Background: an optimization exercise with open tools, aiming at small area. Do not read the settings as production practice.
In this exercise RTL edits were held to simulation tests only and were not proved equivalent to the original.
Power is estimated from default activity; no workload was simulated.

$ cat design/flow/config.mk
export PLATFORM = sky130hd
export DESIGN_NAME = keccak_squeeze_unit
export DESIGN_NICKNAME = keccak_squeeze_unit
export VERILOG_FILES = /design/flow/design.v
export SDC_FILE = /design/flow/constraint.sdc
export NUM_CORES = 4
export LEC_CHECK = 0
export CAP_MARGIN = 20
export CORE_AREA = 10 10 610 610
export DIE_AREA = 0 0 620 620
export PLACE_DENSITY = 0.45
export SETUP_SLACK_MARGIN = 0.5
export SLEW_MARGIN = 20
$ cat design/flow/constraint.sdc
create_clock -name core_clock -period 8.0 [get_ports {clk}]
set_input_delay 1.6000 -clock core_clock [delete_from_list [all_inputs] [get_ports {clk}]]
set_output_delay 1.6000 -clock core_clock [all_outputs]
set_load 0.01 [all_outputs]
$ cat design/flow/design.v
package keccak_pkg;
  localparam int ROW_SIZE       = 5;
  localparam int COL_SIZE       = 5;
  localparam int LANE_SIZE      = 64;
  localparam int MAX_RATE_LANES = 21;
  typedef enum logic [1:0] {
    IDLE,
    STREAM,
    PERM_WAIT
  } squeeze_state_e;
  function automatic logic [7:0] keep_mask(input logic [3:0] n);
    logic [8:0] ones;
    ones      = (9'd1 << n) - 9'd1;
    keep_mask = (n >= 4'd8) ? 8'hFF : ones[7:0];
  endfunction
endpackage
module keccak_lane_select
(
  input  logic [keccak_pkg::ROW_SIZE-1:0][keccak_pkg::COL_SIZE-1:0][keccak_pkg::LANE_SIZE-1:0] state_i,
  input  logic [4:0]                                       lane_idx_i,
  output logic [keccak_pkg::LANE_SIZE-1:0]                             lane_o
);
  always_comb begin
    lane_o = '0;
    for (int y = 0; y < keccak_pkg::COL_SIZE; y++) begin
      for (int x = 0; x < keccak_pkg::ROW_SIZE; x++) begin
        if (lane_idx_i == 5'(x + 5 * y)) lane_o = state_i[x][y];
      end
    end
  end
endmodule
module keccak_squeeze_unit
#(
  parameter int OUT_LEN_W  = 16,
  parameter int RATE_IDX_W = 5
) (
  input  logic                                             clk,
  input  logic                                             rst_n,
  input  logic                                             start_i,
  input  logic [OUT_LEN_W-1:0]                             out_len_i,
  input  logic [RATE_IDX_W-1:0]                            rate_lanes_i,
  input  logic [keccak_pkg::ROW_SIZE-1:0][keccak_pkg::COL_SIZE-1:0][keccak_pkg::LANE_SIZE-1:0] state_array_i,
  output logic                                             perm_req_o,
  input  logic                                             perm_done_i,
  output logic                                             out_valid_o,
  input  logic                                             out_ready_i,
  output logic [63:0]                                      out_data_o,
  output logic [7:0]                                       out_keep_o,
  output logic                                             out_last_o,
  output logic                                             busy_o,
  output logic                                             done_o
);
  keccak_pkg::squeeze_state_e state_q;
  logic [keccak_pkg::ROW_SIZE-1:0][keccak_pkg::COL_SIZE-1:0][keccak_pkg::LANE_SIZE-1:0] snapshot_q;
  logic [OUT_LEN_W-1:0] remaining_q;
  logic [4:0]           lane_idx_q;
  logic [4:0]           rate_q;
  logic                 out_valid_q;
  logic                 perm_req_q;
  logic                 done_q;
  logic [OUT_LEN_W-1:0] step;
  logic [OUT_LEN_W-1:0] rem_d;
  logic [4:0]           lane_idx_d;
  logic [4:0]           rate_d;
  logic [3:0]           beat_bytes;
  logic                 xfer;
  logic [keccak_pkg::LANE_SIZE-1:0] lane_data;
  always_comb begin
    if (rate_lanes_i == '0) begin
      rate_d = 5'd1;
    end else if (rate_lanes_i > RATE_IDX_W'(keccak_pkg::MAX_RATE_LANES)) begin
      rate_d = 5'(keccak_pkg::MAX_RATE_LANES);
    end else begin
      rate_d = 5'(rate_lanes_i);
    end
  end
  assign step       = (remaining_q >= OUT_LEN_W'(8)) ? OUT_LEN_W'(8) : remaining_q;
  assign rem_d      = remaining_q - step;
  assign beat_bytes = step[3:0];
  assign lane_idx_d = lane_idx_q + 5'd1;
  assign xfer       = out_valid_q & out_ready_i;
  keccak_lane_select u_lane_select (
    .state_i    (snapshot_q),
    .lane_idx_i (lane_idx_q),
    .lane_o     (lane_data)
  );
  always_ff @(posedge clk or negedge rst_n) begin
    if (!rst_n) begin
      state_q     <= keccak_pkg::IDLE;
      snapshot_q  <= '0;
      remaining_q <= '0;
      lane_idx_q  <= '0;
      rate_q      <= '0;
      out_valid_q <= 1'b0;
      perm_req_q  <= 1'b0;
      done_q      <= 1'b0;
    end else begin
      done_q <= 1'b0;
      unique case (state_q)
        keccak_pkg::IDLE: begin
          if (start_i) begin
            if (out_len_i == '0) begin
              done_q <= 1'b1;
            end else begin
              snapshot_q  <= state_array_i;
              remaining_q <= out_len_i;
              rate_q      <= rate_d;
              lane_idx_q  <= '0;
              out_valid_q <= 1'b1;
              state_q     <= keccak_pkg::STREAM;
            end
          end
        end
        keccak_pkg::STREAM: begin
          if (xfer) begin
            remaining_q <= rem_d;
            lane_idx_q  <= lane_idx_d;
            if (rem_d == '0) begin
              done_q      <= 1'b1;
              out_valid_q <= 1'b0;
              state_q     <= keccak_pkg::IDLE;
            end else if (lane_idx_d == rate_q) begin
              out_valid_q <= 1'b0;
              perm_req_q  <= 1'b1;
              state_q     <= keccak_pkg::PERM_WAIT;
            end
          end
        end
        keccak_pkg::PERM_WAIT: begin
          if (perm_done_i) begin
            snapshot_q  <= state_array_i;
            lane_idx_q  <= '0;
            perm_req_q  <= 1'b0;
            out_valid_q <= 1'b1;
            state_q     <= keccak_pkg::STREAM;
          end
        end
        default: state_q <= keccak_pkg::IDLE;
      endcase
    end
  end
  assign out_data_o = lane_data;
  assign out_keep_o  = out_valid_q ? keccak_pkg::keep_mask(beat_bytes) : 8'h00;
  assign out_last_o  = out_valid_q & (remaining_q <= OUT_LEN_W'(8));
  assign out_valid_o = out_valid_q;
  assign perm_req_o  = perm_req_q;
  assign done_o      = done_q;
  assign busy_o      = (state_q != keccak_pkg::IDLE);
endmodule
$ cat design/flow/run.sh
#!/bin/bash
# synth_recipe.tcl (not shown) runs the flow's synth.tcl, then flattens the netlist and writes it again
# the make line also repeats each setting of config.mk as NAME=value (left out here)
make -C /OpenROAD-flow-scripts/flow DESIGN_CONFIG=/design/flow/config.mk WORK_HOME=/design/flow/orfs CLKGATE_MAP_FILE= SYNTH_SCRIPT=/design/flow/synth_recipe.tcl finish
==> run summary <==
==> metal layers <==
| metal | global-route usage, % | wire (um) |
|---|---|---|
| met1 | 29.5 | 194000 |
| met2 | 40.3 | 237000 |
| met3 | 6.14 | 35900 |
| met4 | 9.65 | 20800 |
| met5 | 0 | 640 |
==> cells by family (layout without fill, tap and decap cells) <==
family | count (synthesis) | after routing | share of synthesized area [%]
compound gates | 1395 | 1395 | 12.9
flops | 1631 | 1631 | 54.2
xor+xnor | 11 | 11 | 0.128
buf+inv | 545 | 2312 | 3.32
simple gates | 913 | 916 | 5.74
other cells | 1 | 142 | 0.00498
fa+ha+maj | 7 | 7 | 0.116
mux | 1579 | 1579 | 23.6
==> worst min path at each step <==
stage                                   to  slack [ps]  cells after the start
final                       snapshot_q[60]         500                      1
after global routing      snapshot_q[1089]         510                      1
after CTS                  snapshot_q[248]         500                      1
after detailed placement   snapshot_q[248]         490                      1
after global placement     snapshot_q[241]         480                      1
after floorplan                  rate_q[1]         470                      2
==> area by class of cell <==
type	instances	area share [%]
Antenna cell	141	0.331
Clock buffer	292	5.62
Clock inverter	79	1.06
Inverter	42	0.148
Multi-Input combinational cell	3909	31.1
Sequential cell	1631	38.3
Tap cell	4773	5.60
Timing Repair Buffer	1899	17.9
==> synthesized netlist by cell type (36+ instances only) <==
cell and instances:
a211o_1 36, dfrtp_1 1631, o21ai_1 37, clkbuf_1 204
nor2_1 200, inv_1 41, nand3_1 94, a32oi_1 48
nor4_1 46, o22ai_1 135, a221oi_1 50, nor3_1 60
a31oi_1 39, buf_2 265, o21a_1 40, nand2_1 337
a21oi_1 294, mux2_2 1578, nor2b_1 58, o221ai_1 147
a22oi_1 123, o21ai_0 213
==> what timing repair did <==
| item | CTS | global route |
|---|---|---|
| cloned | 2 | 1 |
| resized for setup | 54 | 21 |
| setup endpoints to repair | 43 | 23 |
| buffers inserted | 9 | 0 |
| pin swaps | 5 | 0 |
==> through the flow <==
step | worst slack, ps | std cells | cell area [um^2]
3_5_place_dp | 793 | 12241 | 98600
2_1_floorplan | 3290 | 6082 | 75300
6_report | 237 | 12766 | 107000
3_3_place_gp | 750 | 12239 | 98400
4_1_cts | 125 | 12623 | 106000
5_1_grt | 342 | 12717 | 107000
==> registers in the layout (all words and copies together) (netlist names) <==
register	count
snapshot_q	1600
remaining_q	16
lane_idx_q	5
rate_q	5
state_q	2
done_q	1
out_valid_q	1
perm_req_q	1
==> where the power goes <==
group          switching [uW]  total (uW)  internal, uW  leakage [uW]
registers                3810       16200         12400        0.0198
logic                   12100       21100          8990        0.0187
clock network            4080       10000          5960       0.00352
total                   20000       47300         27400        0.0419
==> results.tsv <==
metric	value	unit
status	timing/DRC/antenna clean	
CTS tree	done	
Hold Buf Count CTS	0	
vias post-DR	63629	
arrival time at the worst endpoint	6160	ps
Post-synth EDFFs	0	
dominant cells by area after synthesis	dfrtp_1 (54%), mux2_2 (24%), a21oi_1 (2.0%)	
initial antenna violation count	291	
DRC	0	
Worst Setup End Kind	output port	
Slew Limit Fails	0	
CP delay by family, top	compound AO/OA/AOI/OAI gates	
Total GRT Usage	24.1	%
syn_nets	7715	
Area growth, synth to finish	41.6	%
Setup crit start	lane_idx_q[0]	
Die H	620	um
PD cells	443	nW/um^2
Remaining Overflow, GRT	0	
# setup viols final	0	
total wire length	488	mm
Nets	9323	
fin crit share	97.0	%
CP Launch Type	register	
setup TNS	0	ps
max_cap viols	0	
row count	220	
WP depth	11	
die span in x	620	um
critical path's largest stage delay	790	ps
htree depth	4	
RR Startpoint	remaining_q[14]	
commonest cells after routing, fill and taps aside	clkdlybuf4s50_1 (1698), dfrtp_1 (1628), mux2_2 (1578)	
Final ANT Viol Nets	0	
register area	40800	um^2
CP Max Fanout	34	
Ys Warns	2	
hold_ws	504	ps
number of fill cells in the layout	36827	
Final Hold Fails	0	
core area	359000	um^2
main flop type after synthesis	dfrtp_1	
fraction of registers with async set/reset	100	%
top cell type's share of synthesized area	54.2	%
first-pass GRT wire length	630	mm
Worst Hold Class	register to register	
Buf/Inv on CP	3	
number of buffers added on ports	1702	
multi-input logic area	33200	um^2
minimum clock period	7760	ps
vias in the first global route	64578	
CTS Buf Count	207	
Yosys cell types	94	
dpl hpwl	389	mm
Max VDD drop	0.302	mV
clk root buf	clkbuf_16	
crit path to	out_data_o[16]	
Slew @ Worst Pin	1270	ps
RSZ-0062 raised after global routing	yes	
Max transition margin	15.0	%
Synth Register Bits	1631	
min-delay src	snapshot_q[60]	
Crit Path Category	register to output port	
sequential-to-total area share from yosys stat	54.2	%
syn avg cell area	12.4	um^2
placer congestion estimate	0.936	
Yosys top cell by area	dfrtp_1	
DRT Pass-1 Iters	6	
worst skew pair latency	910	ps
Clock Skew	89.6	ps
vias per std cell	4.98	
Worst Reg-to-Reg Cells	10	
share of layout cells above drive strength 1	29.6	%
Critical Path RT	6400	ps
Clock Pin Slew Worst Setup and Hold Paths	60	ps
Mapped Cells	6082	
CTS sink cnt	1631	
DR WL/cell	38.2	um
CP cell instances	ha_2 -> buf_4 -> or2_4 -> o211a_4 -> buf_12 -> a221oi_2 -> nor4_1 -> o221ai_1 -> a31oi_1 -> o21a_1 -> clkdlybuf4s50_1	
f_max	129	MHz
Detailed Route Iter0 Violations	6419	
Leak	0.0419	uW
Die ar.	384000	um^2
Longest Clk Path Bufs	4	
Top Ports	1703	
Initial Utilization	21.0	%
most common cell after layout, fill and taps aside	clkdlybuf4s50_1	
R2R Setup Slk	4100	ps
reg2reg end	done_q	
Final Core Density	29.7	%
slowest CP cell	nor4_1	
largest net degree at the start of global routing	186	
Pwr Total	47300	uW
cell area after synthesis	75300	um^2

## afterwards: timing with drivers on the ports
In the flow no input, the clock included, has a driving cell. The finished layout below was timed again as built, in two steps.
Step 1 sets driving cells, clkbuf_16 on the clock port and buf_2 on the other inputs (assumed; they add their load-dependent delay and slew).
Step 2, shift: input delay + t, output delay - t, t = (earliest + latest rising clock arrival at the registers) / 2. This alone moves slack from input paths to output paths.
a / b / c = no drivers / after step 1 / after step 2; a / b = the first two.
shift t [ns]: 0.985
slack for setup (ns): 0.237 / 0.128 / 1.112
hold slack, ns: 0.504 / 0.504 / 0.504
clock arrival spread, ns: 0.100 / 0.099
worst slew at a driven data input, ns: 0.43
After both steps setup and hold are still met in this run. For this run, drivers alone change the setup slack by -0.109 ns; drivers and shift together by +0.875 ns.
